This design comes from an exercise in tuning for small area, a short achievable clock period and few clock cycles per item on the open sky130 flow, not from production work.
Where RTL was checked, it was by simulation tests only, not by an equivalence proof against the original.
Function not checked in runs 1 to 4: the RTL went through the layout flow alone.
Power and IR drop assume default switching activity.

==> flow/design.v, too long to show whole: its modules and the start of the top module <==
// module booth_enc: 50 lines
// module mul_tree1: 884 lines
// module mul_tree2: 278 lines
// module ooo_top: 261 lines
module ooo_top (
   input  wire         clock,
   input  wire         reset,
   input  wire         dispatch_valid,
   input  wire  [2:0]  dispatch_op,
   input  wire  [3:0]  dispatch_rd,
   input  wire  [3:0]  dispatch_rs1,
   input  wire  [3:0]  dispatch_rs2,
   input  wire  [15:0] dispatch_imm,
   output logic        dispatch_ready,
   output logic        commit_valid,
   output logic [3:0]  commit_rd,
   output logic [31:0] commit_value
);
  // ...
==> flow/run.sh <==
#!/bin/bash
# synth_recipe.tcl (not shown) runs the flow's synth.tcl, then flattens the netlist and writes it again
# the make line also repeats each setting of config.mk as NAME=value (left out here)
make -C /OpenROAD-flow-scripts/flow DESIGN_CONFIG=/design/flow/config.mk WORK_HOME=/design/flow/orfs CLKGATE_MAP_FILE= SYNTH_SCRIPT=/design/flow/synth_recipe.tcl finish
==> flow/config.mk <==
export PLATFORM = sky130hd
export DESIGN_NAME = ooo_top
export DESIGN_NICKNAME = ooo_top
export VERILOG_FILES = /design/flow/design.v
export SDC_FILE = /design/flow/constraint.sdc
export NUM_CORES = 4
export LEC_CHECK = 0
export CAP_MARGIN = 20
export CORE_MARGIN = 2
export CORE_UTILIZATION = 40
export CTS_CLUSTER_DIAMETER = 80
export CTS_CLUSTER_SIZE = 25
export PLACE_DENSITY = 0.7
export SETUP_SLACK_MARGIN = 5
export SLEW_MARGIN = 20
export TNS_END_PERCENT = 0
==> flow/constraint.sdc <==
create_clock -name core_clock -period 8.0 [get_ports {clock}]
set_input_delay 1.6000 -clock core_clock [delete_from_list [all_inputs] [get_ports {clock}]]
set_output_delay 1.6000 -clock core_clock [all_outputs]
set_load 0.01 [all_outputs]
==> metrics list, run 1 <==
- Status: timing/DRC/antenna clean
- Global-route wire length before repair: approximately 270,000 um
* Critical-path cell with the highest stage delay: a21oi_1
* Layout filler cell count: 11,886
* Post-detailed-route count of antenna-violating nets: 0
- Final max-slew violation count: 0
* H-tree depth: 2
* Type of element launching the critical path: flip-flop
- Via-per-instance ratio: between 6 and 7
* Synth Net Count: 5,107
- Summing all multi-input logic gate instances after layout gives ~26,000 um2.
* Clock network fraction of total power: 0.309
- Number of buffer and inverter instances along the worst setup path: 1
- After detailed routing, the number of remaining DRC violations is 0.
- RR Endpoint: m_mid[30]
- The worst pin sits at a relative slew slack of 0.197.
- The layer flagged by global routing as most heavily used is met2.
- Syn-to-layout area delta: 9.00%
- The register with the most flip-flops in the layout has around 510 of them.
- The Yosys step of the flow raised 9 warnings.
- The biggest slice of the area belongs to multi-input gates.
- 72 I/O pins were placed.
* Number of rows in the core area: between 100 and 150
* Number of hold-slack violations in the final timing report: 0
* Final non-filler cell area: roughly 56,000 um2
- Counting flops and latches in the post-synthesis netlist gives approximately 900.
- Derived from the worst setup path, the maximum achievable clock frequency is 244 MHz.
- Diode insertion count for antenna repair: 1
- The group that draws the most power in this run is sequential cells.
- The initial antenna violation count came to 0.
- Leaving out fill and tap cells, the most frequent cells in the layout are xnor2_1 (575), a22oi_1 (547), edfxtp_1 (543), dfxtp_1 (339), nor2_1 (249).
- Seq power: between 0.005 and 0.006 W
- The fraction of final cell area spent on clock buffers and inverters in this run is 0.0272.
- Via count of the first global-routing pass: approximately 41,000
* Cell seen most often among critical-path stages: xnor2_1
* Clock transition at path regs: 0.10 ns
- Cell count after placement: around 6,400
* Buffer levels on the longest clock path: 3
- Synth cell types: between 80 and 90
* Met3 global-route usage: 0.0607
- In the global route stage, met2 resource usage came out at 0.413.
* Met3 layer wire length in the routed design: approximately 24,000 um
==> module ooo_top, before the edit <==
module ooo_top (
   input  wire         clock,
   input  wire         reset,
   input  wire         dispatch_valid,
   input  wire  [2:0]  dispatch_op,
   input  wire  [3:0]  dispatch_rd,
   input  wire  [3:0]  dispatch_rs1,
   input  wire  [3:0]  dispatch_rs2,
   input  wire  [15:0] dispatch_imm,
   output logic        dispatch_ready,
   output logic        commit_valid,
   output logic [3:0]  commit_rd,
   output logic [31:0] commit_value
);
   localparam logic [2:0] op_li  = 3'd0;
   localparam logic [2:0] op_add = 3'd1;
   localparam logic [2:0] op_sub = 3'd2;
   localparam logic [2:0] op_and = 3'd3;
   localparam logic [2:0] op_xor = 3'd4;
   localparam logic [2:0] op_mul = 3'd5;
   localparam int         mid_w  = ooo_pkg::mid_w;
   logic [31:0]      rf [16];
   logic [15:0]      rf_set;
   logic             f_valid;
   logic [2:0]       f_op;
   logic [3:0]       f_rd;
   logic [3:0]       f_rs1;
   logic [3:0]       f_rs2;
   logic [15:0]      f_imm;
   logic             ready_q;     
   logic             d_valid;
   logic             d_sub;       
   logic             d_sel_sum;   
   logic             d_sel_and;
   logic             d_sel_xor;
   logic             d_mul;
   logic [3:0]       d_rd;
   logic [31:0]      d_a;
   logic [31:0]      d_b;         
   logic [15:0]      d_one, d_two, d_neg;    
   logic             d_a_m, d_b_m, d_a_w, d_b_w;
   logic             d_ma_m, d_mb_m, d_ma_w, d_mb_w;
   logic [3:0]       q_a_m, q_b_m, q_a_w, q_b_w;      
   logic [3:0]       q_ma_m, q_mb_m, q_ma_w, q_mb_w;
   logic             m_valid;
   logic             m_mul;
   logic [3:0]       m_rd;
   logic [mid_w-1:0] m_mid;
   logic             w_valid;
   logic [3:0]       w_rd;
   logic [31:0]      w_val;
   logic             stall;
   logic             take;
   logic             uses;
   logic             f_mul;
   logic             f_sub;
   logic             a_d, b_d, a_m, b_m, a_w, b_w;
   logic             ready_next;
   logic [31:0]      rd_a, rd_b;
   logic [15:0]      rd_one, rd_two, rd_neg;
   logic [15:0]      m_one, m_two, m_neg;
   logic [15:0]      w_one, w_two, w_neg;
   logic [15:0]      e_one, e_two, e_neg;
   logic [15:0]      x_one, x_two, x_neg;
   logic [31:0]      m_row0;
   logic [31:0]      xa, xb, ma;
   logic [32:0]      sum;
   logic [31:0]      row0;
   logic [mid_w-1:0] tree_mid;
   logic [mid_w-1:0] x_mid;
   logic [31:0]      m_s, m_c;
   logic [31:0]      w_next;
   assign m_row0 = m_mid[31:0];
   assign stall = f_valid && uses && d_valid && d_mul && (f_rs1 == d_rd || f_rs2 == d_rd);
   assign take           = !stall;
   assign dispatch_ready = ready_q;
   assign ready_next = !(!stall && f_valid && f_mul && dispatch_valid &&
                         dispatch_op != op_li &&
                         (dispatch_rs1 == f_rd || dispatch_rs2 == f_rd));
   always_ff @(posedge clock) begin
      if (reset) begin
         f_valid <= 1'b0;
         ready_q <= 1'b1;
      end else begin
         ready_q <= ready_next;
         if (take) begin
            f_valid <= dispatch_valid;
            f_op    <= dispatch_op;
            f_rd    <= dispatch_rd;
            f_rs1   <= dispatch_rs1;
            f_rs2   <= dispatch_rs2;
            f_imm   <= dispatch_imm;
         end
      end
   end
   assign uses  = (f_op != op_li);
   assign f_mul = (f_op == op_mul);
   assign f_sub = (f_op == op_sub);
   assign a_d = uses && d_valid && (f_rs1 == d_rd);
   assign b_d = uses && d_valid && (f_rs2 == d_rd);
   assign a_m = uses && m_valid && (f_rs1 == m_rd);
   assign b_m = uses && m_valid && (f_rs2 == m_rd);
   assign a_w = w_valid && (f_rs1 == w_rd);
   assign b_w = w_valid && (f_rs2 == w_rd);
   always_comb begin
      rd_a = '0;
      rd_b = '0;
      for (int r = 0; r < 16; r++) begin
         rd_a = rd_a | ({32{rf_set[r] && f_rs1 == r}} & rf[r]);
         rd_b = rd_b | ({32{rf_set[r] && f_rs2 == r}} & rf[r]);
      end
      if (a_w) rd_a = w_val;
      if (b_w) rd_b = w_val;
      if (!uses) rd_a = {{16{f_imm[15]}}, f_imm};
      if (!uses) rd_b = '0;
   end
   booth_enc i_rd_enc (.b(rd_b), .one(rd_one), .two(rd_two), .neg(rd_neg));
   always_ff @(posedge clock) begin
      if (reset) begin
         d_valid <= 1'b0;
      end else begin
         d_valid <= f_valid && !stall;
      end
      d_sub     <= f_sub;
      d_sel_sum <= !(f_op == op_and || f_op == op_xor || f_mul);
      d_sel_and <= (f_op == op_and);
      d_sel_xor <= (f_op == op_xor);
      d_mul     <= f_mul;
      d_rd      <= f_rd;
      d_a       <= rd_a;
      d_b       <= rd_b ^ {32{f_sub}};
      d_one     <= rd_one;
      d_two     <= rd_two;
      d_neg     <= rd_neg;
      d_a_m     <= !f_mul && a_d;
      d_b_m     <= !f_mul && b_d;
      d_a_w     <= !f_mul && !a_d && a_m;
      d_b_w     <= !f_mul && !b_d && b_m;
      d_ma_m    <= f_mul && a_d;
      d_mb_m    <= f_mul && b_d;
      d_ma_w    <= f_mul && !a_d && a_m;
      d_mb_w    <= f_mul && !b_d && b_m;
   end
   always_ff @(posedge clock) begin
      if (reset) begin
         q_a_m[1]  <= 1'b0;
         q_b_m[1]  <= 1'b0;
         q_a_w[1]  <= 1'b0;
         q_b_w[1]  <= 1'b0;
         q_ma_m[1] <= 1'b0;
         q_mb_m[1] <= 1'b0;
         q_ma_w[1] <= 1'b0;
         q_mb_w[1] <= 1'b0;
         q_a_m[3]  <= 1'b0;
         q_b_m[3]  <= 1'b0;
         q_a_w[3]  <= 1'b0;
         q_b_w[3]  <= 1'b0;
         q_ma_m[3] <= 1'b0;
         q_mb_m[3] <= 1'b0;
         q_ma_w[3] <= 1'b0;
         q_mb_w[3] <= 1'b0;
      end else begin
         q_a_m[1]  <= !f_mul && a_d;
         q_b_m[1]  <= !f_mul && b_d;
         q_a_w[1]  <= !f_mul && !a_d && a_m;
         q_b_w[1]  <= !f_mul && !b_d && b_m;
         q_ma_m[1] <= f_mul && a_d;
         q_mb_m[1] <= f_mul && b_d;
         q_ma_w[1] <= f_mul && !a_d && a_m;
         q_mb_w[1] <= f_mul && !b_d && b_m;
         q_a_m[3]  <= f_valid && !f_mul && a_d;
         q_b_m[3]  <= f_valid && !f_mul && b_d;
         q_a_w[3]  <= f_valid && !f_mul && !a_d && a_m;
         q_b_w[3]  <= f_valid && !f_mul && !b_d && b_m;
         q_ma_m[3] <= f_valid && f_mul && a_d;
         q_mb_m[3] <= f_valid && f_mul && b_d;
         q_ma_w[3] <= f_valid && f_mul && !a_d && a_m;
         q_mb_w[3] <= f_valid && f_mul && !b_d && b_m;
      end
   end
   always_ff @(posedge clock) begin
      q_a_m[2]  <= f_valid && !f_mul && a_d;
      q_b_m[2]  <= f_valid && !f_mul && b_d;
      q_a_w[2]  <= f_valid && !f_mul && !a_d && a_m;
      q_b_w[2]  <= f_valid && !f_mul && !b_d && b_m;
      q_ma_m[2] <= f_valid && f_mul && a_d;
      q_mb_m[2] <= f_valid && f_mul && b_d;
      q_ma_w[2] <= f_valid && f_mul && !a_d && a_m;
      q_mb_w[2] <= f_valid && f_mul && !b_d && b_m;
   end
   assign q_a_m[0]  = d_a_m;
   assign q_b_m[0]  = d_b_m;
   assign q_a_w[0]  = d_a_w;
   assign q_b_w[0]  = d_b_w;
   assign q_ma_m[0] = d_ma_m;
   assign q_mb_m[0] = d_mb_m;
   assign q_ma_w[0] = d_ma_w;
   assign q_mb_w[0] = d_mb_w;
   always_comb begin
      for (int k = 0; k < 32; k++) begin
         xa[k] = q_a_m[k / 8] ? m_row0[k] : (q_a_w[k / 8] ? w_val[k] : d_a[k]);
         xb[k] = q_b_m[k / 8] ? (m_row0[k] ^ d_sub) : (q_b_w[k / 8] ? (w_val[k] ^ d_sub) : d_b[k]);
         ma[k] = q_ma_m[k / 8] ? m_row0[k] : (q_ma_w[k / 8] ? w_val[k] : d_a[k]);
      end
   end
   booth_enc i_m_enc (.b(m_row0), .one(m_one), .two(m_two), .neg(m_neg));
   booth_enc i_w_enc (.b(w_val), .one(w_one), .two(w_two), .neg(w_neg));
   assign e_one = d_one & {16{d_mul}};
   assign e_two = d_two & {16{d_mul}};
   assign e_neg = d_neg & {16{d_mul}};
   always_comb begin
      for (int k = 0; k < 16; k++) begin
         x_one[k] = q_mb_m[k / 4] ? m_one[k] : (q_mb_w[k / 4] ? w_one[k] : e_one[k]);
         x_two[k] = q_mb_m[k / 4] ? m_two[k] : (q_mb_w[k / 4] ? w_two[k] : e_two[k]);
         x_neg[k] = q_mb_m[k / 4] ? m_neg[k] : (q_mb_w[k / 4] ? w_neg[k] : e_neg[k]);
      end
   end
   assign sum = {xa, 1'b1} + {xb, d_sub};
   mul_tree1 i_mul_tree1 (.a(ma), .one(x_one), .two(x_two), .neg(x_neg), .mid(tree_mid));
   assign row0 = ({32{d_sel_sum}}  & sum[32:1])
               | ({32{d_sel_and}}  & (xa & xb))
               | ({32{d_sel_xor}}  & (xa ^ xb))
               | tree_mid[31:0];
   assign x_mid = {tree_mid[mid_w-1:32], row0};
   always_ff @(posedge clock) begin
      if (reset) begin
         m_valid <= 1'b0;
      end else begin
         m_valid <= d_valid;
      end
      m_mul <= d_mul;
      m_rd  <= d_rd;
      m_mid <= x_mid;
   end
   mul_tree2 i_mul_tree2 (.mid(m_mid), .s(m_s), .c(m_c));
   assign w_next = m_s + m_c;
   always_ff @(posedge clock) begin
      if (reset) begin
         w_valid <= 1'b0;
      end else begin
         w_valid <= m_valid;
      end
      w_rd  <= m_rd;
      w_val <= w_next;
   end
   always_ff @(posedge clock) begin
      if (reset) begin
         rf_set <= '0;
      end else if (w_valid) begin
         rf_set[w_rd] <= 1'b1;
      end
   end
   always_ff @(posedge clock) begin
      if (w_valid) begin
         rf[w_rd] <= w_val;
      end
   end
   assign commit_valid = w_valid;
   assign commit_rd    = w_rd;
   assign commit_value = w_val;
endmodule
==> run 2: changes to the inputs <==
--- a/flow/design.v
+++ b/flow/design.v
@@ -1260,3 +1260,2 @@
    logic [31:0]      d_b;         
-   logic [15:0]      d_one, d_two, d_neg;    
    logic             d_a_m, d_b_m, d_a_w, d_b_w;
@@ -1280,6 +1279,5 @@
    logic [31:0]      rd_a, rd_b;
-   logic [15:0]      rd_one, rd_two, rd_neg;
+   logic [15:0]      d_one, d_two, d_neg;
    logic [15:0]      m_one, m_two, m_neg;
    logic [15:0]      w_one, w_two, w_neg;
-   logic [15:0]      e_one, e_two, e_neg;
    logic [15:0]      x_one, x_two, x_neg;
@@ -1337,3 +1335,2 @@
    end
-   booth_enc i_rd_enc (.b(rd_b), .one(rd_one), .two(rd_two), .neg(rd_neg));
    always_ff @(posedge clock) begin
@@ -1352,5 +1349,2 @@
       d_b       <= rd_b ^ {32{f_sub}};
-      d_one     <= rd_one;
-      d_two     <= rd_two;
-      d_neg     <= rd_neg;
       d_a_m     <= !f_mul && a_d;
@@ -1366,6 +1360,6 @@
       if (reset) begin
-         q_a_m[1]  <= 1'b0;
-         q_b_m[1]  <= 1'b0;
-         q_a_w[1]  <= 1'b0;
-         q_b_w[1]  <= 1'b0;
+         q_a_m[1] <= 1'b0;
+         q_b_m[1] <= 1'b0;
+         q_a_w[1] <= 1'b0;
+         q_b_w[1] <= 1'b0;
          q_ma_m[1] <= 1'b0;
@@ -1374,6 +1368,6 @@
          q_mb_w[1] <= 1'b0;
-         q_a_m[3]  <= 1'b0;
-         q_b_m[3]  <= 1'b0;
-         q_a_w[3]  <= 1'b0;
-         q_b_w[3]  <= 1'b0;
+         q_a_m[3] <= 1'b0;
+         q_b_m[3] <= 1'b0;
+         q_a_w[3] <= 1'b0;
+         q_b_w[3] <= 1'b0;
          q_ma_m[3] <= 1'b0;
@@ -1383,6 +1377,6 @@
       end else begin
-         q_a_m[1]  <= !f_mul && a_d;
-         q_b_m[1]  <= !f_mul && b_d;
-         q_a_w[1]  <= !f_mul && !a_d && a_m;
-         q_b_w[1]  <= !f_mul && !b_d && b_m;
+         q_a_m[1] <= !f_mul && a_d;
+         q_b_m[1] <= !f_mul && b_d;
+         q_a_w[1] <= !f_mul && !a_d && a_m;
+         q_b_w[1] <= !f_mul && !b_d && b_m;
          q_ma_m[1] <= f_mul && a_d;
@@ -1391,6 +1385,6 @@
          q_mb_w[1] <= f_mul && !b_d && b_m;
-         q_a_m[3]  <= f_valid && !f_mul && a_d;
-         q_b_m[3]  <= f_valid && !f_mul && b_d;
-         q_a_w[3]  <= f_valid && !f_mul && !a_d && a_m;
-         q_b_w[3]  <= f_valid && !f_mul && !b_d && b_m;
+         q_a_m[3] <= f_valid && !f_mul && a_d;
+         q_b_m[3] <= f_valid && !f_mul && b_d;
+         q_a_w[3] <= f_valid && !f_mul && !a_d && a_m;
+         q_b_w[3] <= f_valid && !f_mul && !b_d && b_m;
          q_ma_m[3] <= f_valid && f_mul && a_d;
@@ -1402,6 +1396,6 @@
    always_ff @(posedge clock) begin
-      q_a_m[2]  <= f_valid && !f_mul && a_d;
-      q_b_m[2]  <= f_valid && !f_mul && b_d;
-      q_a_w[2]  <= f_valid && !f_mul && !a_d && a_m;
-      q_b_w[2]  <= f_valid && !f_mul && !b_d && b_m;
+      q_a_m[2] <= f_valid && !f_mul && a_d;
+      q_b_m[2] <= f_valid && !f_mul && b_d;
+      q_a_w[2] <= f_valid && !f_mul && !a_d && a_m;
+      q_b_w[2] <= f_valid && !f_mul && !b_d && b_m;
       q_ma_m[2] <= f_valid && f_mul && a_d;
@@ -1411,6 +1405,6 @@
    end
-   assign q_a_m[0]  = d_a_m;
-   assign q_b_m[0]  = d_b_m;
-   assign q_a_w[0]  = d_a_w;
-   assign q_b_w[0]  = d_b_w;
+   assign q_a_m[0] = d_a_m;
+   assign q_b_m[0] = d_b_m;
+   assign q_a_w[0] = d_a_w;
+   assign q_b_w[0] = d_b_w;
    assign q_ma_m[0] = d_ma_m;
@@ -1428,10 +1422,8 @@
    booth_enc i_w_enc (.b(w_val), .one(w_one), .two(w_two), .neg(w_neg));
-   assign e_one = d_one & {16{d_mul}};
-   assign e_two = d_two & {16{d_mul}};
-   assign e_neg = d_neg & {16{d_mul}};
+   booth_enc i_d_enc (.b(d_b), .one(d_one), .two(d_two), .neg(d_neg));
    always_comb begin
       for (int k = 0; k < 16; k++) begin
-         x_one[k] = q_mb_m[k / 4] ? m_one[k] : (q_mb_w[k / 4] ? w_one[k] : e_one[k]);
-         x_two[k] = q_mb_m[k / 4] ? m_two[k] : (q_mb_w[k / 4] ? w_two[k] : e_two[k]);
-         x_neg[k] = q_mb_m[k / 4] ? m_neg[k] : (q_mb_w[k / 4] ? w_neg[k] : e_neg[k]);
+         x_one[k] = q_mb_m[k / 4] ? m_one[k] : (q_mb_w[k / 4] ? w_one[k] : d_one[k]);
+         x_two[k] = q_mb_m[k / 4] ? m_two[k] : (q_mb_w[k / 4] ? w_two[k] : d_two[k]);
+         x_neg[k] = q_mb_m[k / 4] ? m_neg[k] : (q_mb_w[k / 4] ? w_neg[k] : d_neg[k]);
       end
@@ -1443,4 +1435,4 @@
                | ({32{d_sel_xor}}  & (xa ^ xb))
-               | tree_mid[31:0];
-   assign x_mid = {tree_mid[mid_w-1:32], row0};
+               | ({32{d_mul}}      & tree_mid[31:0]);
+   assign x_mid = {tree_mid[mid_w-1:32] & {(mid_w-32){d_mul}}, row0};
    always_ff @(posedge clock) begin
--- a/flow/config.mk
+++ b/flow/config.mk
@@ -12,3 +12,3 @@
 export CTS_CLUSTER_SIZE = 25
-export PLACE_DENSITY = 0.7
+export PLACE_DENSITY = 0.65
 export SETUP_SLACK_MARGIN = 5
==> metrics list, run 2 <==
- Synth Net Count: 5,049 (-1.1%)
* Most flops, register: rf
- Die area: roughly 130,000 um2
* Pwr per Cell Area: just over 200 nW/um2
- Post-synth top cells: edfxtp_1 (543), xnor2_1 (411), nor2_1 (330)
- Cells after synthesis: 4,903
* Floorplan core area: ~130,000 um2
* Number of synthesized flops with an enable pin: between 500 and 600
* Buffer levels on the longest clock path: 3 (unchanged)
* Routed wire per std cell: approximately 28 um
* Antenna violations before repair: 1 (+1)
* Net count, final: slightly below 5,000
* Minimum clock period after layout: between 3 and 4 ns
- The top cell types in the final layout, fill and taps aside, are edfxtp_1 (543), xnor2_1 (410), xor2_1 (327), nor2_1 (317), dfxtp_1 (286).
* Fraction of registers with async set or reset after synthesis: 0
* Most frequent standard cell in the layout excluding fill and tap cells: edfxtp_1
* Class of the tightest hold or removal check: flip-flop to flip-flop
* Worst EP required: around 8.6 ns
- Worst-path maximum fanout: 3
- The Yosys warning count is 9 (unchanged).
- The flow ran to the end and the layout has no timing, DRC or antenna violations.
- The tool flagged a number of max-cap violations equal to 0.
- For this design, the sink count on the clock tree is about 860.
* Clock Skews: between 0.08 and 0.09 ns
- Via-per-instance ratio: 6.43 (-1.3%)
- The area growth from synthesis to layout is 8.52%.
- Upper clock frequency limit: 252 MHz (+3.1%)
- Psw: roughly 0.0037 W
- Violation count after the first detailed-routing iteration: just over 6,000
- Worst-case headroom to the max-slew limit: 0.278 (+0.0805)
* Global-route usage over all layers: 0.264
- Largest net degree at the start of global routing: 63
* Biggest registers after layout: rf (512), m_mid (147)
- Summed over all failing endpoints, the final setup total negative slack is 0 ns.
- Via count of the first global-routing pass: 39,957 (-3.2%)
- Total global routing overflow: 0
- PnR Total Power: between 0.01 and 0.015 W
- WHS: 0.393 ns
* # port buffers: between 70 and 80
- Global-route wire length before repair: 260,000 um (-2.8%)
- Critical path arrival: 4.54 ns
- Last weighted congestion value of the routability-driven placer: around 0.93
- At the placement stage, the worst setup path has a slack of around 3.4 ns.
* Detailed Route WL: 178,000 um
- Final max-slew violation count: 0 (unchanged)
* Cell with the most instances after synthesis: edfxtp_1
- The worst setup path is launched from a flip-flop.
* Die span in y: 360 um
- STA classifies the critical path endpoint as a flip-flop.
* Hold Crit Depth: 0
- Of the post-synthesis cell area, the dominant cell type holds 0.322.
* Sw frac: 0.332
- Clock network fraction of total power: 0.252 (-0.057)
* Prevailing post-synth register cell: edfxtp_1
* Dominant cells by area after synthesis: edfxtp_1 (32%), dfxtp_1 (12%), xnor2_1 (7.1%)
- Unrepaired setup endpoints after global routing: yes
* CTS tree: yes
- Before antenna repair, the detailed router went through 6 iterations.
- Insertion delay to the later sink of the worst-skew pair: around 0.70 ns
* Part of the Yosys area used for sequential elements: 0.445
- The flip-flop count of the largest register, all copies and words added came to 512 (unchanged).
- Once routing completed, OpenROAD measured the worst setup slack at 4.03 ns.
- Clock transition at path regs: 0.09 ns (about the same)
- The CTS H-tree depth was 2 (unchanged).
* Summed instance area of the synthesized netlist: 50,700 um2
* Number of hold-slack violations in the final timing report: 0 (unchanged)
- The number of top-level design ports came to 72 (unchanged).
- The number of storage elements in the synthesis netlist is 856 (-5.3%).
- Diode insertion count for antenna repair: 0 (-1)
- Of the available clock period, the critical path in the final layout requires 0.497.
- The number of cells on the worst reg-to-reg path is 18.
- Number of rows in the core area: 130 (-0.76%)
- Chip Width: about 360 um
- The unique cell type count in the Yosys netlist is 87 (unchanged).
- Setup violations remaining at the end of the flow were counted as 0.
* Initial core utilization: 0.403
* Critical path class: flip-flop to flip-flop
- TritonCTS created 46 clock buffers.
- Worst VDD drop: 0.000197 V
- The antenna violation net count after detailed routing came to 0 (unchanged).
- Remaining DRCs: 0 (unchanged)
- Internal power of the cells: roughly 0.0075 W
- CTS root buf: clkbuf_16
- The routed layout has 41,436 vias.
- Detailed placement finished with a half-perimeter wire length of between 100,000 and 150,000 um.
- Leakage: 18.7 nW
- The share of total power dissipated in combinational logic is 0.271.
* Avg Inst Size Synth: approximately 10 um2
- Yosys top cell by area: edfxtp_1
- Fraction of layout instances using a drive strength above 1: 0.101
* Relative contribution of sequential cells to total power: 0.477
- At the pin with the least slew margin, the transition time is between 1 and 1.5 ns.
run 2: worst paths after layout:
| check | slack, ns | startpoint | to |
|---|---|---|---|
| worst max-delay path | 4.03 | m_mid[13] | w_val[28] |
| worst min-delay path | 0.39 | d_rd[2] | m_rd[2] |
| worst max register to register | 4.03 | m_mid[13] | w_val[28] |
| worst min register to register | 0.39 | d_rd[2] | m_rd[2] |
run 2: what timing repair did:
item                       CTS  global route
pin swaps                   11             9
setup buffers                8            13
hold buffers                 0             0
resized for setup           57            29
setup endpoints to repair  173           234
run 2: power groups by stage:
| stage | Clock (W) | Sequential [W] | Combinational, W |
|---|---|---|---|
| 2_1_floorplan | 0 | 0.00548 | 0.00194 |
| 3_3_place_gp | 0 | 0.00545 | 0.00290 |
| 3_5_place_dp | 0 | 0.00545 | 0.00294 |
| 4_1_cts | 0.00285 | 0.00535 | 0.00297 |
| 5_1_grt | 0.00300 | 0.00537 | 0.00326 |
| 6_report | 0.00282 | 0.00535 | 0.00303 |
run 2: layout make-up:
cell class,count,area [um2]
clock buffer,66,1270
clock inverter,20,273
fill,11719,70700
inverter,146,549
multi-input combinational,3474,26300
sequential,856,22600
tap,1650,2060
timing repair buffer,231,1930
run 2: metal layers:
metal	wire [um]	GRT usage
met1	70000	0.348
met4	9340	0.124
met5	78	0.00518
met2	78600	0.411
met3	20300	0.0580
run 2: stage by stage:
step | cells | cell area [um2] | utilization
2_1_floorplan | 4903 | 50800 | -
3_3_place_gp | 6335 | 53000 | 0.422
3_5_place_dp | 6335 | 53000 | 0.422
4_1_cts | 6429 | 54800 | 0.436
5_1_grt | 6443 | 55000 | 0.438
6_report | 6443 | 55000 | 0.438
run 2: logic make-up (layout without fill, tap and decap cells):
logic type	Yosys count	in the layout	synth area share
buffers and inverters	573	463	0.0475
multiplexers	146	146	0.0289
flip-flops	856	856	0.445
AND/OR/NAND/NOR	883	883	0.0816
adder cells (fa/ha/maj)	232	232	0.0552
XOR/XNOR	761	761	0.136
AO/OA/AOI/OAI	1452	1452	0.206
run 2: critical path, cell delays in order, from the launching register on:
cell and delay [ns]:
dfxtp_4 0.38, maj3_2 0.31, xor2_1 0.17, xnor2_1 0.16, fa_2 0.55, inv_1 0.05
ha_2 0.17, a21o_1 0.18, a21o_1 0.16, a21o_1 0.16, a21o_1 0.16, a21o_1 0.17
a21oi_2 0.13, o221ai_2 0.12, a211o_1 0.37, a21o_1 0.23, a21o_1 0.17, a21oi_2 0.12
xnor2_1 0.13
==> run 3: changes to the inputs <==
--- a/flow/design.v
+++ b/flow/design.v
@@ -1260,6 +1260,7 @@
    logic [31:0]      d_b;         
+   logic [15:0]      d_one, d_two, d_neg;    
    logic             d_a_m, d_b_m, d_a_w, d_b_w;
    logic             d_ma_m, d_mb_m, d_ma_w, d_mb_w;
-   logic [3:0]       q_a_m, q_b_m, q_a_w, q_b_w;      
-   logic [3:0]       q_ma_m, q_mb_m, q_ma_w, q_mb_w;
+   logic             h_a_m, h_b_m, h_a_w, h_b_w;
+   logic             h_ma_m, h_mb_m, h_ma_w, h_mb_w;
    logic             m_valid;
@@ -1279,5 +1280,6 @@
    logic [31:0]      rd_a, rd_b;
-   logic [15:0]      d_one, d_two, d_neg;
+   logic [15:0]      rd_one, rd_two, rd_neg;
    logic [15:0]      m_one, m_two, m_neg;
    logic [15:0]      w_one, w_two, w_neg;
+   logic [15:0]      e_one, e_two, e_neg;
    logic [15:0]      x_one, x_two, x_neg;
@@ -1335,2 +1337,3 @@
    end
+   booth_enc i_rd_enc (.b(rd_b), .one(rd_one), .two(rd_two), .neg(rd_neg));
    always_ff @(posedge clock) begin
@@ -1349,2 +1352,5 @@
       d_b       <= rd_b ^ {32{f_sub}};
+      d_one     <= rd_one;
+      d_two     <= rd_two;
+      d_neg     <= rd_neg;
       d_a_m     <= !f_mul && a_d;
@@ -1360,72 +1366,40 @@
       if (reset) begin
-         q_a_m[1] <= 1'b0;
-         q_b_m[1] <= 1'b0;
-         q_a_w[1] <= 1'b0;
-         q_b_w[1] <= 1'b0;
-         q_ma_m[1] <= 1'b0;
-         q_mb_m[1] <= 1'b0;
-         q_ma_w[1] <= 1'b0;
-         q_mb_w[1] <= 1'b0;
-         q_a_m[3] <= 1'b0;
-         q_b_m[3] <= 1'b0;
-         q_a_w[3] <= 1'b0;
-         q_b_w[3] <= 1'b0;
-         q_ma_m[3] <= 1'b0;
-         q_mb_m[3] <= 1'b0;
-         q_ma_w[3] <= 1'b0;
-         q_mb_w[3] <= 1'b0;
+         h_a_m  <= 1'b0;
+         h_b_m  <= 1'b0;
+         h_a_w  <= 1'b0;
+         h_b_w  <= 1'b0;
+         h_ma_m <= 1'b0;
+         h_mb_m <= 1'b0;
+         h_ma_w <= 1'b0;
+         h_mb_w <= 1'b0;
       end else begin
-         q_a_m[1] <= !f_mul && a_d;
-         q_b_m[1] <= !f_mul && b_d;
-         q_a_w[1] <= !f_mul && !a_d && a_m;
-         q_b_w[1] <= !f_mul && !b_d && b_m;
-         q_ma_m[1] <= f_mul && a_d;
-         q_mb_m[1] <= f_mul && b_d;
-         q_ma_w[1] <= f_mul && !a_d && a_m;
-         q_mb_w[1] <= f_mul && !b_d && b_m;
-         q_a_m[3] <= f_valid && !f_mul && a_d;
-         q_b_m[3] <= f_valid && !f_mul && b_d;
-         q_a_w[3] <= f_valid && !f_mul && !a_d && a_m;
-         q_b_w[3] <= f_valid && !f_mul && !b_d && b_m;
-         q_ma_m[3] <= f_valid && f_mul && a_d;
-         q_mb_m[3] <= f_valid && f_mul && b_d;
-         q_ma_w[3] <= f_valid && f_mul && !a_d && a_m;
-         q_mb_w[3] <= f_valid && f_mul && !b_d && b_m;
-      end
-   end
-   always_ff @(posedge clock) begin
-      q_a_m[2] <= f_valid && !f_mul && a_d;
-      q_b_m[2] <= f_valid && !f_mul && b_d;
-      q_a_w[2] <= f_valid && !f_mul && !a_d && a_m;
-      q_b_w[2] <= f_valid && !f_mul && !b_d && b_m;
-      q_ma_m[2] <= f_valid && f_mul && a_d;
-      q_mb_m[2] <= f_valid && f_mul && b_d;
-      q_ma_w[2] <= f_valid && f_mul && !a_d && a_m;
-      q_mb_w[2] <= f_valid && f_mul && !b_d && b_m;
-   end
-   assign q_a_m[0] = d_a_m;
-   assign q_b_m[0] = d_b_m;
-   assign q_a_w[0] = d_a_w;
-   assign q_b_w[0] = d_b_w;
-   assign q_ma_m[0] = d_ma_m;
-   assign q_mb_m[0] = d_mb_m;
-   assign q_ma_w[0] = d_ma_w;
-   assign q_mb_w[0] = d_mb_w;
-   always_comb begin
-      for (int k = 0; k < 32; k++) begin
-         xa[k] = q_a_m[k / 8] ? m_row0[k] : (q_a_w[k / 8] ? w_val[k] : d_a[k]);
-         xb[k] = q_b_m[k / 8] ? (m_row0[k] ^ d_sub) : (q_b_w[k / 8] ? (w_val[k] ^ d_sub) : d_b[k]);
-         ma[k] = q_ma_m[k / 8] ? m_row0[k] : (q_ma_w[k / 8] ? w_val[k] : d_a[k]);
-      end
-   end
+         h_a_m  <= !f_mul && a_d;
+         h_b_m  <= !f_mul && b_d;
+         h_a_w  <= !f_mul && !a_d && a_m;
+         h_b_w  <= !f_mul && !b_d && b_m;
+         h_ma_m <= f_mul && a_d;
+         h_mb_m <= f_mul && b_d;
+         h_ma_w <= f_mul && !a_d && a_m;
+         h_mb_w <= f_mul && !b_d && b_m;
+      end
+   end
+   assign xa[15:0]  = d_a_m ? m_row0[15:0] : (d_a_w ? w_val[15:0] : d_a[15:0]);
+   assign xa[31:16] = h_a_m ? m_row0[31:16] : (h_a_w ? w_val[31:16] : d_a[31:16]);
+   assign xb[15:0]  = d_b_m ? (m_row0[15:0] ^ {16{d_sub}}) :
+                      (d_b_w ? (w_val[15:0] ^ {16{d_sub}}) : d_b[15:0]);
+   assign xb[31:16] = h_b_m ? (m_row0[31:16] ^ {16{d_sub}}) :
+                      (h_b_w ? (w_val[31:16] ^ {16{d_sub}}) : d_b[31:16]);
+   assign ma[15:0]  = d_ma_m ? m_row0[15:0] : (d_ma_w ? w_val[15:0] : d_a[15:0]);
+   assign ma[31:16] = h_ma_m ? m_row0[31:16] : (h_ma_w ? w_val[31:16] : d_a[31:16]);
    booth_enc i_m_enc (.b(m_row0), .one(m_one), .two(m_two), .neg(m_neg));
    booth_enc i_w_enc (.b(w_val), .one(w_one), .two(w_two), .neg(w_neg));
-   booth_enc i_d_enc (.b(d_b), .one(d_one), .two(d_two), .neg(d_neg));
-   always_comb begin
-      for (int k = 0; k < 16; k++) begin
-         x_one[k] = q_mb_m[k / 4] ? m_one[k] : (q_mb_w[k / 4] ? w_one[k] : d_one[k]);
-         x_two[k] = q_mb_m[k / 4] ? m_two[k] : (q_mb_w[k / 4] ? w_two[k] : d_two[k]);
-         x_neg[k] = q_mb_m[k / 4] ? m_neg[k] : (q_mb_w[k / 4] ? w_neg[k] : d_neg[k]);
-      end
-   end
+   assign e_one = d_one & {16{d_mul}};
+   assign e_two = d_two & {16{d_mul}};
+   assign e_neg = d_neg & {16{d_mul}};
+   assign x_one[7:0]  = d_mb_m ? m_one[7:0] : (d_mb_w ? w_one[7:0] : e_one[7:0]);
+   assign x_two[7:0]  = d_mb_m ? m_two[7:0] : (d_mb_w ? w_two[7:0] : e_two[7:0]);
+   assign x_neg[7:0]  = d_mb_m ? m_neg[7:0] : (d_mb_w ? w_neg[7:0] : e_neg[7:0]);
+   assign x_one[15:8] = h_mb_m ? m_one[15:8] : (h_mb_w ? w_one[15:8] : e_one[15:8]);
+   assign x_two[15:8] = h_mb_m ? m_two[15:8] : (h_mb_w ? w_two[15:8] : e_two[15:8]);
+   assign x_neg[15:8] = h_mb_m ? m_neg[15:8] : (h_mb_w ? w_neg[15:8] : e_neg[15:8]);
    assign sum = {xa, 1'b1} + {xb, d_sub};
@@ -1435,4 +1409,4 @@
                | ({32{d_sel_xor}}  & (xa ^ xb))
-               | ({32{d_mul}}      & tree_mid[31:0]);
-   assign x_mid = {tree_mid[mid_w-1:32] & {(mid_w-32){d_mul}}, row0};
+               | tree_mid[31:0];
+   assign x_mid = {tree_mid[mid_w-1:32], row0};
    always_ff @(posedge clock) begin
--- a/flow/config.mk
+++ b/flow/config.mk
@@ -10,5 +10,3 @@
 export CORE_UTILIZATION = 40
-export CTS_CLUSTER_DIAMETER = 80
-export CTS_CLUSTER_SIZE = 25
-export PLACE_DENSITY = 0.65
+export PLACE_DENSITY = 0.5
 export SETUP_SLACK_MARGIN = 5
==> metrics list, run 3 <==
* Critical-path cell with the highest stage delay: fa_1
* Clock network fraction of total power: 0.437 (+0.185)
- Walking the worst path, the cells encountered are maj3_2 -> xor2_2 -> xnor2_2 -> fa_1 -> inv_2 -> ha_4 -> a21boi_0 -> o32a_1 -> o21ai_4 -> o22a_1 -> a311o_2 -> a21oi_4 -> a211oi_2 -> o41ai_2 -> xnor2_1.
- Synth cell types: 82 (-5.7%)
- Cell with the most instances after synthesis: xnor2_1
- Cells after synthesis: 4,914 (+0.22%)
- Sum of negative setup slack: 0 ns (unchanged)
* Area share of the largest cell type after synthesis: 0.320 (-0.00159)
- Relative contribution of sequential cells to total power: 0.455 (-0.022)
- The number of nets in the finished design is 5,015 (+2.3%).
* Summed instance area of the synthesized netlist: 50,900 um2 (+0.50%)
- # port buffers: 71 (unchanged)
- The wire length of the first global-routing pass is 292,000 um (+13%).
- Total CTS buffers: 102 (+120%)
* Antenna violations before repair: 4 (+3)
- Biggest registers after layout: rf (512), m_mid (147)
- Global-route usage over all layers: 0.307 (+0.0435)
* Boundary Pins: 72 (unchanged)
- The Yosys warning count is 1 (-8).
* Slew at the pin closest to its max-slew limit: 1.22 ns (+0.140 ns)
- The antenna violation net count after detailed routing is 0 (unchanged).
- The synthesized area per cell is 10.4 um2 (+0.27%).
- Unrepaired setup endpoints after global routing: yes
- The number of fillers in the final layout came to 11,655 (-0.55%).
- Sw frac: 0.265 (-0.0663)
- The source-to-sink clock delay at the later pin of the worst-skew pair is 0.74 ns (+0.04 ns).
- The net switching power figure came to 0.00306 W (-18%).
- The maximum VDD drop was 0.000157 V (-20%).
* Last weighted congestion value of the routability-driven placer: 0.903 (-2.8%)
* PnR worst setup slack: 3.88 ns (-0.151 ns)
- Initial core utilization: 0.404 (+0.000954)
* Setup violation total in the final timing report: 0 (unchanged)
- Fraction of layout instances using a drive strength above 1: 0.120 (+0.0188)
- The worst path arrival time was 4.70 ns (+0.16 ns).
- STA classifies the critical path endpoint as a flip-flop.
- Clock tree synthesis selected as its root buffer the cell clkbuf_16.
* Class of the tightest hold or removal check: flip-flop to flip-flop
- Most frequent standard cell in the layout excluding fill and tap cells: xnor2_1
- The final setup skew was 0.0433 ns (-0.0392 ns).
* Most flops, register: rf
- Die area: 130,000 um2 (+0.49%)
* Number of synthesized flops with an enable pin: 543 (unchanged)
- The cell row count is 130 (unchanged).
* Top library cells by usage in the layout, fill and taps aside: xnor2_1 (565), edfxtp_1 (543), a22oi_1 (529), dfxtp_1 (320), nor2_1 (244)
- The clock-pin slew on the worst setup and hold paths was 0.06 ns (-0.03 ns).
- The register area share after synthesis was 0.456 (+0.0104).
* Flops & latches, synth: 888 (+3.7%)
* Largest net degree at the start of global routing: 69 (+9.5%)
* Detailed Route WL: 206,000 um (+15%)
- The remaining design rule violation count was 0 (unchanged).
- The routed wire length per instance came to 31.2 um (+13%).
- The worst-path maximum fanout was 6 (+3).
* Number of clock sinks: 888 (+3.7%)
- Critical path class: flip-flop to flip-flop
- Via-per-instance ratio: 6.37 (-0.95%)
- Yosys top cell by area: edfxtp_1
- Dominant cells by area after synthesis: edfxtp_1 (32%), dfxtp_1 (14%), xnor2_1 (9.9%)
* Number of hold-slack violations in the final timing report: 0 (unchanged)
- Type of element launching the critical path: flip-flop
- The worst path required time was 8.57 ns (about the same).
- Die span in y: 361 um (+0.24%)
- Utilization after layout: 0.462 (+0.0240)
* Buffer levels on the longest clock path: 3 (unchanged)
- The CTS H-tree depth was 3 (+1).
- The minimum clock period was 4.12 ns (+0.151 ns).
- Number of iterations in the first detailed-routing pass: 6 (unchanged)
* Floorplan core area: 126,000 um2 (+0.26%)
- Total global routing overflow: 0 (unchanged)
- Max FFs per register: 512 (unchanged)
- The via count was 42,054 (+1.5%).
- Violation count after the first detailed-routing iteration: 5,640 (-6.5%)
* Syn-to-layout area delta: 14.2%
- Detailed placement HPWL: 121,000 um (+13%)
- Post-synth top cells: xnor2_1 (576), edfxtp_1 (543), a22oi_1 (530)
- Internal power of the cells: 0.00846 W (+13%)
- The portion of total power attributed to combinational logic is 0.108 (-0.163).
- The leakage dissipation came to 20.0 nW (+7.0%).
* Final worst-path cycle share: 0.516 (+0.0188)
* Chip Width: 361 um (+0.24%)
* Status: timing/DRC/antenna clean
* CTS tree: yes
* MaxCap Viol Count: 0 (unchanged)
- Pwr per Cell Area: 198 nW/um2 (-2.8%)
- Via count of the first global-routing pass: 40,606 (+1.6%)
- The relative slew slack was 0.178 (-0.100).
- Prevailing post-synth register cell: edfxtp_1
- The buffering stage count on the worst path with inverters included was 1 (unchanged).
- The critical path's largest stage delay is 0.57 ns (+0.02 ns).
- The pre-CTS worst setup slack was 2.89 ns (-0.503 ns).
- WHS: 0.385 ns (-0.00789 ns)
- The number of nets in the synthesized netlist was 5,060 (+0.22%).
- Final max-slew violation count: 0 (unchanged)
- Upper clock frequency limit: 242 MHz (-3.7%)
* Gate family responsible for the most delay along the worst path: compound AO/OA/AOI/OAI gates
* Fraction of registers with async set or reset after synthesis: 0 (unchanged)
==> run 3: changes by cell type in the layout (fill, tap and decap cells not counted), sizes merged, moves of 48 or more <==
| cell | before | now |
|---|---|---|
| a22oi | 82 | 532 |
| o22ai | 290 | 34 |
| xor2 | 330 | 154 |
| xnor2 | 425 | 576 |
| a22o | 251 | 117 |
| a21oi | 279 | 158 |
| o21ai | 144 | 258 |
| nand3 | 30 | 134 |
| mux2i | 144 | 67 |
| nor2 | 332 | 257 |
| clkbuf | 66 | 126 |
| nand4 | 79 | 19 |
| a31oi | 7 | 55 |
==> run 3: through the flow <==
step / area (um2) / std cells / total power, W
CTS: 57700 / 6577 / 0.0115
detailed placement: 53700 / 6377 / 0.00652
global placement: 53700 / 6377 / 0.00651
global route: 58200 / 6601 / 0.0119
floorplan: 51100 / 4914 / 0.00596
finish: 58200 / 6602 / 0.0115
==> run 3: cells by family after synthesis <==
family / synth area share
flops: 0.456
simple gates: 0.0866
mux: 0.0140
xor+xnor: 0.133
buf+inv: 0.0434
fa+ha+maj: 0.0562
compound gates: 0.211
==> run 3: worst reg2reg max path: stages, from the launching register on <==
cell and delay [ns]:
dfxtp_4 0.37, maj3_2 0.35, xor2_2 0.20, xnor2_2 0.16
fa_1 0.57, inv_2 0.05, ha_4 0.29, a21boi_0 0.18
o32a_1 0.23, o21ai_4 0.10, o22a_1 0.24, a311o_2 0.46
a21oi_4 0.31, a211oi_2 0.09, o41ai_2 0.28, xnor2_1 0.11
==> run 3: cell type report <==
class	count	area (um2)	area share
clock buffers	124	2770	0.0476
flip-flops and latches	888	23300	0.400
multi-input cells	3476	26400	0.455
repair buffers	274	2330	0.0401
diodes	1	2.50	0.0000430
well taps	1650	2060	0.0355
clock inverters	62	806	0.0138
inverters	127	494	0.00849
==> run 3: per-layer routing <==
layer,track usage,share of wire,wire (um),vias to the layer above
li1,-,-,-,18296
met1,0.429,0.42,86500,20793
met2,0.464,0.43,89100,2498
met3,0.0673,0.11,22000,465
met4,0.120,0.040,8200,2
met5,0,0.000063,13,-
==> run 3: worst paths after layout <==
path,to,slack (ns),depth (start not counted),start
setup / recovery,w_val[31],3.88,15,m_mid[9]
hold reg to reg,m_rd[2],0.38,0,d_rd[2]
hold / removal,m_rd[2],0.38,0,d_rd[2]
setup reg to reg,w_val[31],3.88,15,m_mid[9]
==> run 3: repair_timing <==
item / 4_1_cts / 5_1_grt
gates resized for setup: 69 / 79
hold buffers: 0 / 0
setup buffers: 13 / 23
endpoints found under the hold margin: 0 / 0
pin swaps: 23 / 37
endpoints found under the setup margin: 302 / 306
cloned: 1 / 1
==> run 3: power groups by stage <==
stage | logic [W] | registers (W) | clock network [W]
2_1_floorplan | 0.000656 | 0.00530 | 0
3_3_place_gp | 0.00117 | 0.00534 | 0
3_5_place_dp | 0.00118 | 0.00534 | 0
4_1_cts | 0.00121 | 0.00524 | 0.00509
5_1_grt | 0.00133 | 0.00525 | 0.00527
6_report | 0.00124 | 0.00524 | 0.00504
==> run 4: changes to the inputs <==
--- a/flow/config.mk
+++ b/flow/config.mk
@@ -10,2 +10,4 @@
 export CORE_UTILIZATION = 40
+export CTS_CLUSTER_DIAMETER = 80
+export CTS_CLUSTER_SIZE = 30
 export PLACE_DENSITY = 0.5
==> metrics list, run 4 <==
- The flow ran to the end and the layout has no timing, DRC or antenna violations.
* Setup violation total in the final timing report: 0 (unchanged)
- The clock network fraction of total power came to 0.353 (-0.084).
- The worst register-to-register path begins at m_mid[9].
- The worst hold margin came to 0.396 ns (+0.0109 ns).
* Initial core utilization: 0.404 (unchanged)
* Worst EP required: 8.59 ns (+0.02 ns)
* # port buffers: 71 (unchanged)
- Worst-path maximum fanout: 6 (unchanged)
- The maximum achievable frequency is 243 MHz (+0.38%).
- Minimum clock period after layout: 4.11 ns (-0.0156 ns)
- The met3 routing resource usage after global routing was 0.0620 (-0.00529).
* Cell with the most instances after synthesis: xnor2_1
- The gate count after technology mapping was 4,914 (unchanged).
* Detailed placement HPWL: 121,000 um (unchanged)
- Fraction of layout instances using a drive strength above 1: 0.110 (-0.00978)
* Boundary Pins: 72 (unchanged)
- Global routing met2 resource utilization: 0.461 (-0.00249)
- Psw: 0.00297 W (-2.8%)
* Remaining DRCs: 0 (unchanged)
- Critical path class: flip-flop to flip-flop
- The total standard cell area after synthesis is 50,900 um2 (unchanged).
- Hold buffer count at cts: 0 (unchanged)
- The portion of total power attributed to combinational logic is 0.124 (+0.016).
* Die span in y: 361 um (unchanged)
- Pwr per Cell Area: 176 nW/um2 (-11%)
- The maximum root-to-sink buffer count was 3 (unchanged).
* Global-route wire length before repair: 291,000 um (-0.58%)
* Number of hold-slack violations in the final timing report: 0 (unchanged)
* Most used routing layer: met2
* Synth Net Count: 5,060 (unchanged)
- The number of global-route vias before repair was 40,008 (-1.5%).
- The number of fillers in the final layout came to 11,784 (+1.1%).
* Flops & latches, synth: 888 (unchanged)
* Worst VDD drop: 0.000179 V (+14%)
- The total count of max-transition violations in the final report is 0 (unchanged).
* Internal power of the cells: 0.00705 W (-17%)
- The most critical setup path has its endpoint at w_val[31].
- Type of element launching the critical path: flip-flop
* Area share of the largest cell type after synthesis: 0.320 (unchanged)
- Global-route usage over all layers: 0.305 (-0.00254)
- The slack of the worst reg-to-reg path is 3.89 ns (+0.02 ns).
- Of all cell types, the one taking the most synthesized area is edfxtp_1.
- Synthesis Warnings: 1 (unchanged)
- MaxCap Viol Count: 0 (unchanged)
- Sw frac: 0.296 (+0.0313)
- The global-route track usage on met1 came to 0.432 (+0.00293).
- Unrepaired setup endpoints after global routing: yes
* Post-detailed-route count of antenna-violating nets: 0 (unchanged)
- The post-synthesis async set-or-reset flop share was 0 (unchanged).
- The floorplan die area was 130,000 um2 (unchanged).
- Clock Skews: 0.0605 ns (+0.0172 ns)
- Slew at the pin closest to its max-slew limit: 1.16 ns (-0.0628 ns)
- Post-layout instance count excluding filler cells: 6,523 (-1.2%)
* Avg Inst Size Synth: 10.4 um2 (unchanged)
- The floorplan die width was 361 um (unchanged).
- Routed wire per std cell: 31.4 um (+0.63%)
* Total CTS buffers: 57 (-44%)
- The via count was 41,763 (-0.69%).
- Synth cell types: 82 (unchanged)
- The worst reg-to-reg path cell count came to 15 (unchanged).
- Post-synth top cells: xnor2_1 (576), edfxtp_1 (543), a22oi_1 (530)
- The cell row count was 130 (unchanged).
* Via-per-instance ratio: 6.40 (+0.51%)
* H-tree depth: 2 (-1)
- In the final layout, the registers with the most flip-flops are rf (512), m_mid (147).
* Net count, final: 4,973 (-0.84%)
- The flip-flop count of the largest register, all copies and words added was 512 (unchanged).
* Critical path origin: m_mid[9]
- The worst path arrival time came to 4.70 ns (about the same).
- The number of sinks on the clock net came to 888 (unchanged).
* Cell count after placement: 6,377 (unchanged)
- Detailed Route WL: 205,000 um (-0.57%)
- The utilization after layout was 0.451 (-0.0110).
- Multi-input logic area: 26,400 um2 (about the same)
- STA classifies the critical path endpoint as a flip-flop.
- Sum of negative setup slack: 0 ns (unchanged)
- Most flops, register: rf
- Number of synthesized flops with an enable pin: 543 (unchanged)
- The register area share after synthesis is 0.456 (unchanged).
* RR Endpoint: w_val[31]
- The source-to-sink clock delay at the later pin of the worst-skew pair was 0.76 ns (+0.02 ns).
- Leakage: 19.3 nW (-3.4%)
* Floorplan core area: 126,000 um2 (unchanged)
- Worst-case headroom to the max-slew limit: 0.228 (+0.0504)
- The largest net degree at the start of global routing came to 69 (unchanged).
* Violation count after the first detailed-routing iteration: 5,871 (+4.1%)
* Antenna violations before repair: 3 (-1)
- Final worst-path cycle share: 0.514 (-0.00196)
* Class of the tightest hold or removal check: flip-flop to flip-flop
- The total grt overflow came to 0 (unchanged).
* Diode insertion count for antenna repair: 0 (-1)
* Clock transition at path regs: 0.10 ns (+0.04 ns)
- Clock tree synthesis selected as its root buffer the cell clkbuf_16.
- Most frequent standard cell in the layout excluding fill and tap cells: xnor2_1
- CTS tree: yes
- The routability-driven placement congestion ratio is 0.903 (unchanged).
* Relative contribution of sequential cells to total power: 0.523 (+0.068)
* Hold Crit Depth: 0 (unchanged)
* Dominant cells by area after synthesis: edfxtp_1 (32%), dfxtp_1 (14%), xnor2_1 (9.9%)
* Register area: 23,300 um2 (about the same)
* Top library cells by usage in the layout, fill and taps aside: xnor2_1 (568), edfxtp_1 (543), a22oi_1 (529), dfxtp_1 (318), nor2_1 (244)
- Number of iterations in the first detailed-routing pass: 6 (unchanged)
- Syn-to-layout area delta: 11.5%
- Prevailing post-synth register cell: edfxtp_1
==> run 4: kinds of logic after synthesis <==
family,count (synthesis),synth area share
AO/OA/AOI/OAI,1510,0.211
AND/OR/NAND/NOR,907,0.0866
flip-flops,888,0.456
XOR/XNOR,746,0.133
buffers and inverters,551,0.0434
adder cells (fa/ha/maj),241,0.0562
multiplexers,71,0.0140
==> run 4: power by group through the flow <==
stage,Combinational (W),Sequential [W],Clock [W]
3_5_place_dp,0.00118,0.00534,0
3_3_place_gp,0.00117,0.00534,0
5_1_grt,0.00133,0.00525,0.00374
6_report,0.00124,0.00524,0.00354
4_1_cts,0.00121,0.00523,0.00359
2_1_floorplan,0.000656,0.00530,0
==> run 4: per-layer routing <==
| layer | routed length, um | share of wire |
|---|---|---|
| met5 | 13 | 0.000064 |
| met4 | 8110 | 0.040 |
| met1 | 86500 | 0.42 |
| met3 | 21800 | 0.11 |
| met2 | 88200 | 0.43 |
==> run 4: stage by stage <==
step                instance area, um2  total power [W]  worst slack (ns)
finish                           56800           0.0100              3.89
global route                     56800           0.0103              3.77
global placement                 53700          0.00651              2.96
floorplan                        51100          0.00596              4.16
detailed placement               53700          0.00652              2.89
CTS                              56200           0.0100              3.77
==> run 4: area by class of cell <==
type / instances / area share
sequential: 888 / 0.410
tap: 1650 / 0.0363
clock inverter: 43 / 0.0109
inverter: 127 / 0.00875
multi-input combinational: 3477 / 0.466
clock buffer: 62 / 0.0266
timing repair buffer: 276 / 0.0420
==> run 4: how the worst min path moves through the flow <==
stage / startpoint / endpoint / slack [ns]
final: d_rd[3] / m_rd[3] / 0.40
after global routing: d_rd[2] / m_rd[2] / 0.40
after CTS: d_rd[2] / m_rd[2] / 0.39
after detailed placement: d_rd[1] / m_rd[1] / 0.38
after global placement: d_rd[3] / m_rd[3] / 0.38
after floorplan: d_rd[0] / m_rd[0] / 0.37
==> run 4: repair_timing <==
action,4_1_cts,5_1_grt
endpoints found under the setup margin,303,306
setup buffers,12,26
resized for setup,71,86
gates cloned,1,2
pin swaps,24,31
==> run 4: worst max-delay path, stage by stage (launching register included) <==
cell,delay [ns]
dfxtp_4,0.38
maj3_2,0.35
xor2_2,0.19
xnor2_2,0.16
fa_1,0.57
inv_2,0.05
ha_4,0.29
a21boi_0,0.18
o32a_1,0.23
o21ai_4,0.11
o22a_1,0.24
a311o_2,0.46
a21oi_4,0.29
a211oi_2,0.08
o41ai_2,0.29
xnor2_1,0.11
==> run 5: changes to the inputs <==
--- a/flow/design.v
+++ b/flow/design.v
@@ -1283,3 +1283,2 @@
    logic [15:0]      w_one, w_two, w_neg;
-   logic [15:0]      e_one, e_two, e_neg;
    logic [15:0]      x_one, x_two, x_neg;
@@ -1395,11 +1394,8 @@
    booth_enc i_w_enc (.b(w_val), .one(w_one), .two(w_two), .neg(w_neg));
-   assign e_one = d_one & {16{d_mul}};
-   assign e_two = d_two & {16{d_mul}};
-   assign e_neg = d_neg & {16{d_mul}};
-   assign x_one[7:0]  = d_mb_m ? m_one[7:0] : (d_mb_w ? w_one[7:0] : e_one[7:0]);
-   assign x_two[7:0]  = d_mb_m ? m_two[7:0] : (d_mb_w ? w_two[7:0] : e_two[7:0]);
-   assign x_neg[7:0]  = d_mb_m ? m_neg[7:0] : (d_mb_w ? w_neg[7:0] : e_neg[7:0]);
-   assign x_one[15:8] = h_mb_m ? m_one[15:8] : (h_mb_w ? w_one[15:8] : e_one[15:8]);
-   assign x_two[15:8] = h_mb_m ? m_two[15:8] : (h_mb_w ? w_two[15:8] : e_two[15:8]);
-   assign x_neg[15:8] = h_mb_m ? m_neg[15:8] : (h_mb_w ? w_neg[15:8] : e_neg[15:8]);
+   assign x_one[7:0]  = d_mb_m ? m_one[7:0] : (d_mb_w ? w_one[7:0] : d_one[7:0]);
+   assign x_two[7:0]  = d_mb_m ? m_two[7:0] : (d_mb_w ? w_two[7:0] : d_two[7:0]);
+   assign x_neg[7:0]  = d_mb_m ? m_neg[7:0] : (d_mb_w ? w_neg[7:0] : d_neg[7:0]);
+   assign x_one[15:8] = h_mb_m ? m_one[15:8] : (h_mb_w ? w_one[15:8] : d_one[15:8]);
+   assign x_two[15:8] = h_mb_m ? m_two[15:8] : (h_mb_w ? w_two[15:8] : d_two[15:8]);
+   assign x_neg[15:8] = h_mb_m ? m_neg[15:8] : (h_mb_w ? w_neg[15:8] : d_neg[15:8]);
    assign sum = {xa, 1'b1} + {xb, d_sub};
@@ -1409,4 +1405,4 @@
                | ({32{d_sel_xor}}  & (xa ^ xb))
-               | tree_mid[31:0];
-   assign x_mid = {tree_mid[mid_w-1:32], row0};
+               | ({32{d_mul}}      & tree_mid[31:0]);
+   assign x_mid = {tree_mid[mid_w-1:32] & {(mid_w-32){d_mul}}, row0};
    always_ff @(posedge clock) begin
--- a/flow/config.mk
+++ b/flow/config.mk
@@ -10,4 +10,2 @@
 export CORE_UTILIZATION = 40
-export CTS_CLUSTER_DIAMETER = 80
-export CTS_CLUSTER_SIZE = 30
 export PLACE_DENSITY = 0.5
==> metrics list, run 5 <==
- Minimum clock period after layout: 3.85 ns (-0.256 ns)
- The first-pass iteration count of the detailed router is 8 (+2).
* Post-detailed-route count of antenna-violating nets: 0 (unchanged)
* Adder and majority gate portion of the synthesized area: 0.0512 (-0.00502)
- The relative slew slack came to 0.208 (-0.0199).
- Slew at the pin closest to its max-slew limit: 1.19 ns (+0.0298 ns)
- The via count is 42,582 (+2.0%).
- Antenna violations before repair: 2 (-1)
- For this run, the leading register cell type out of synthesis is edfxtp_1.
- Compound-Gate Fraction of Synth Area: 0.208 (-0.00305)
- The worst setup path is captured at a flip-flop.
- Worst-path maximum fanout: 29 (+23)
- Max FFs per register: 512 (unchanged)
- The number of fillers in the final layout is 12,212 (+3.6%).
* Worst EP required: 8.65 ns (+0.06 ns)
* Die span in y: 365 um (+1.1%)
- Worst-case reg-to-reg path depth: 13 (-2)
- Dominant combinational cell family by area after synthesis: compound AO/OA/AOI/OAI gates
* Clock Skews: 0.0584 ns (-0.00204 ns)
- In the layout the commonest cells are edfxtp_1 (543), xnor2_1 (448), nor2_1 (316), dfxtp_1 (311), a22oi_1 (282).
- Upper clock frequency limit: 260 MHz (+6.7%)
- Largest stage delay on the critical path: 0.48 ns (-0.09 ns)
- The largest registers in the layout are rf (512), m_mid (147).
* Synth cell types: 90 (+9.8%)
- The basic-gate share of the synthesized area counting and, or, nand and nor cells is 0.0887 (+0.00204).
* Cells after synthesis: 5,079 (+3.4%)
- Traced cell by cell, the critical path runs through buf_4 -> or3b_1 -> a31oi_1 -> o21ai_2 -> buf_6 -> o22ai_2 -> xor2_1 -> xor3_1 -> maj3_2 -> maj3_2 -> xor2_1 -> or3b_1 -> nand2_1.
- Post-synth top cells: edfxtp_1 (543), xnor2_1 (451), dfxtp_1 (345)
- RR Endpoint: m_mid[115]
* Total CTS buffers: 101 (+77%)
- Last element of the critical path: m_mid[115]
- Floorplan core area: 129,000 um2 (+2.7%)
- The maximum VDD drop came to 0.000159 V (-11%).
* Via-per-instance ratio: 6.21 (-3.0%)
- Buffer levels on the longest clock path: 3 (unchanged)
- Class of the tightest hold or removal check: flip-flop to flip-flop
* Net count, final: 5,176 (+4.1%)
- The CTS H-tree depth came to 3 (+1).
* Reg-to-reg setup timing slack: 4.15 ns (+0.26 ns)
* Number of rows in the core area: 132 (+1.5%)
* Leakage: 20.2 nW (+4.6%)
- Share of cell area taken by muxes after synthesis: 0.0221 (+0.00808)
* Synthesis Warnings: 1 (unchanged)
- The share of the cycle needed by the critical path after routing was 0.482 (-0.0320).
- Among all cell types in the netlist, the one instantiated most often is edfxtp_1.
* Total global routing overflow: 0 (unchanged)
- Global-route wire length before repair: 293,000 um (+0.75%)
- The number of enable flip-flop cells after synthesis was 543 (unchanged).
- The sequential cell area in the final layout came to 23,300 um2 (about the same).
* Summed instance area of the synthesized netlist: 52,100 um2 (+2.3%)
* Critical path arrival: 4.50 ns (-0.20 ns)
- Hold buffer count at cts: 0 (unchanged)
* Setup violation total in the final timing report: 0 (unchanged)
* Largest net degree at the start of global routing: 86 (+25%)
- Sum of negative setup slack: 0 ns (unchanged)
- Gate family responsible for the most delay along the worst path: XOR/XNOR gates
* Source of the worst register-to-register timing path: w_val[3]
- Last weighted congestion value of the routability-driven placer: 0.892 (-1.2%)
* Number of clock sinks: 888 (unchanged)
- Via count of the first global-routing pass: 41,417 (+3.5%)
* Area share of the largest cell type after synthesis: 0.313 (-0.00727)
- The number of storage elements in the synthesis netlist was 888 (unchanged).
- CTS root buf: clkbuf_16
- Critical path class: flip-flop to flip-flop
* Routed wire per std cell: 29.8 um (-4.9%)
- The total count of max-transition violations in the final report is 0 (unchanged).
* Avg Inst Size Synth: 10.3 um2 (-1.0%)
- TritonCTS built the clock tree.
- Global-route usage over all layers: 0.301 (-0.00433)
* Die area: 133,000 um2 (+2.3%)
- Detailed Route WL: 205,000 um (about the same)
* Remaining DRCs: 0 (unchanged)
- The clock-pin slew on the worst setup and hold paths is 0.06 ns (-0.04 ns).
- Critical path origin: w_val[3]
- Pwr per Cell Area: 189 nW/um2 (+7.0%)
- Of all cell types, the one taking the most synthesized area is edfxtp_1.
- Detailed placement HPWL: 122,000 um (+0.48%)
- rf holds more flip-flops than any other register.
* Critical-path cell with the highest stage delay: xor3_1
* Cell count after placement: 6,622 (+3.8%)
- The number of gates on the worst path with buffers counted is 13 (-2).
- The number of top-level design ports came to 72 (unchanged).
- The source-to-sink clock delay at the later pin of the worst-skew pair is 0.74 ns (-0.02 ns).
- Fraction of registers with async set or reset after synthesis: 0 (unchanged)
- The floorplan die width came to 365 um (+1.1%).
* Initial core utilization: 0.403 (-0.00154)
- From synthesis to final layout, the design area changed by 13.2%.
- Violation count after the first detailed-routing iteration: 5,358 (-8.7%)
- Part of the Yosys area used for sequential elements: 0.445 (-0.0104)
* Post-layout instance count excluding filler cells: 6,854 (+5.1%)
- Status: timing/DRC/antenna clean
- Multi-input logic area: 27,200 um2 (+2.7%)
- The final hold violation count came to 0 (unchanged).
* Synth Net Count: 5,225 (+3.3%)
- # port buffers: 71 (unchanged)
* MaxCap Viol Count: 0 (unchanged)
- The share of final-layout standard cells stronger than drive strength 1 is 0.127 (+0.0166).
- The share of the synthesized netlist area taken by xor and xnor gates was 0.137 (+0.00399).
- Ranked by total cell area, the synthesized netlist is headed by edfxtp_1 (31%), dfxtp_1 (13%), xnor2_1 (7.6%).
* Type of element launching the critical path: flip-flop
* Unrepaired setup endpoints after global routing: yes
- The buffering stage count on the worst path with inverters included was 2 (+1).
* Most frequent standard cell in the layout excluding fill and tap cells: edfxtp_1
run 5: area by class of cell:
| cell class | instances | share of cell area |
|---|---|---|
| timing repair buffer | 282 | 0.0427 |
| multi-input combinational | 3606 | 0.460 |
| clock inverter | 40 | 0.00761 |
| clock buffer | 144 | 0.0486 |
| antenna | 1 | 0.0000424 |
| tap | 1742 | 0.0369 |
| sequential | 888 | 0.395 |
| inverter | 151 | 0.00962 |
run 5: how the worst min path moves through the flow:
stage                  from       to  slack [ns]  cells past startpoint
global route        m_rd[3]  w_rd[3]        0.39                      0
CTS                 d_rd[0]  m_rd[0]        0.39                      0
floorplan           d_rd[0]  m_rd[0]        0.37                      0
global placement    d_rd[0]  m_rd[0]        0.38                      0
detailed placement  d_rd[3]  m_rd[3]        0.38                      0
finish              d_rd[1]  m_rd[1]        0.39                      0
run 5: worst reg2reg max path, stage by stage (launching register included):
cell and delay, ns:
dfxtp_1 0.31, buf_4 0.31, or3b_1 0.39, a31oi_1 0.22, o21ai_2 0.08, buf_6 0.20
o22ai_2 0.28, xor2_1 0.22, xor3_1 0.48, maj3_2 0.35, maj3_2 0.33, xor2_1 0.18
or3b_1 0.39, nand2_1 0.06
run 5: report_power, final:
group	total [W]	switching (W)	internal, W
sequential	0.00524	0.000177	0.00506
combinational	0.00121	0.000799	0.000415
clock	0.00469	0.00202	0.00267
run 5: cells by family after synthesis:
family,count (synthesis)
and+or+nand+nor,955
buffers and inverters,587
muxes,106
AOI/OAI and AO/OA,1572
xor gates and xnor gates,751
DFF,888
adders and majority gates,220
run 5: through the flow:
step                setup slack [ns]  power, W  instance area, um2  utilization  hold slack (ns)
finish                          4.15    0.0111               59000        0.456            0.387
global route                    3.99    0.0115               59000        0.456            0.389
CTS                             4.17    0.0112               58800        0.454            0.387
detailed placement              3.23   0.00649               54700        0.423            0.379
global placement                3.23   0.00649               54700        0.423            0.377
floorplan                       4.43   0.00597               52200            -            0.373
run 5: layer usage:
| layer | global-route usage | vias to the layer above | part of all wire | wire, um |
|---|---|---|---|---|
| met2 | 0.470 | 2352 | 0.44 | 90600 |
| met1 | 0.410 | 21067 | 0.42 | 85900 |
| li1 | - | 18717 | - | - |
| met4 | 0.120 | 2 | 0.042 | 8600 |
| met3 | 0.0571 | 444 | 0.095 | 19400 |
| met5 | 0 | - | 0.000064 | 13 |
run 5: timing repair:
item,CTS,global route
resized for setup,119,24
endpoints found under the setup margin,288,301
cloned,3,2
buffers inserted,33,9
pin swaps,32,18
Testbench counts of run 5, summed over its fixed seeds: cycles 16,438, insts 16,000.

[static timing again, ports no longer ideal]
No port has a modelled driver above. Below, the same layouts with a new extraction and two added sets of constraints.
Step 1, drivers: a clkbuf_16 drives clock and a buf_2 each remaining input, both assumed.
Step 2 moves the port delays by t, midway between the first and last clock arrival at a register: inputs arrive t later, outputs are due t later. That takes back most of the time a late clock gives input paths.
Three values: no drivers, after step 1, after step 2; two values: the first two.
run	shift t [ns]	setup slack, ns	worst hold slack (ns)	worst setup path at the end	latest minus earliest clock arrival (ns)
run 1	0.740	3.903 / 3.903 / 3.903	0.385 / 0.385 / 0.385	register to register	0.046 / 0.046
run 2	0.720	4.026 / 4.026 / 4.026	0.393 / 0.393 / 0.393	register to register	0.084 / 0.084
run 3	0.786	3.875 / 3.875 / 3.875	0.385 / 0.385 / 0.385	register to register	0.048 / 0.048
run 4	0.803	3.891 / 3.891 / 3.891	0.396 / 0.396 / 0.396	register to register	0.065 / 0.064
run 5	0.778	4.147 / 4.134 / 4.147	0.387 / 0.387 / 0.387	register to register	0.060 / 0.059
After both steps setup and hold are still met in every run listed.
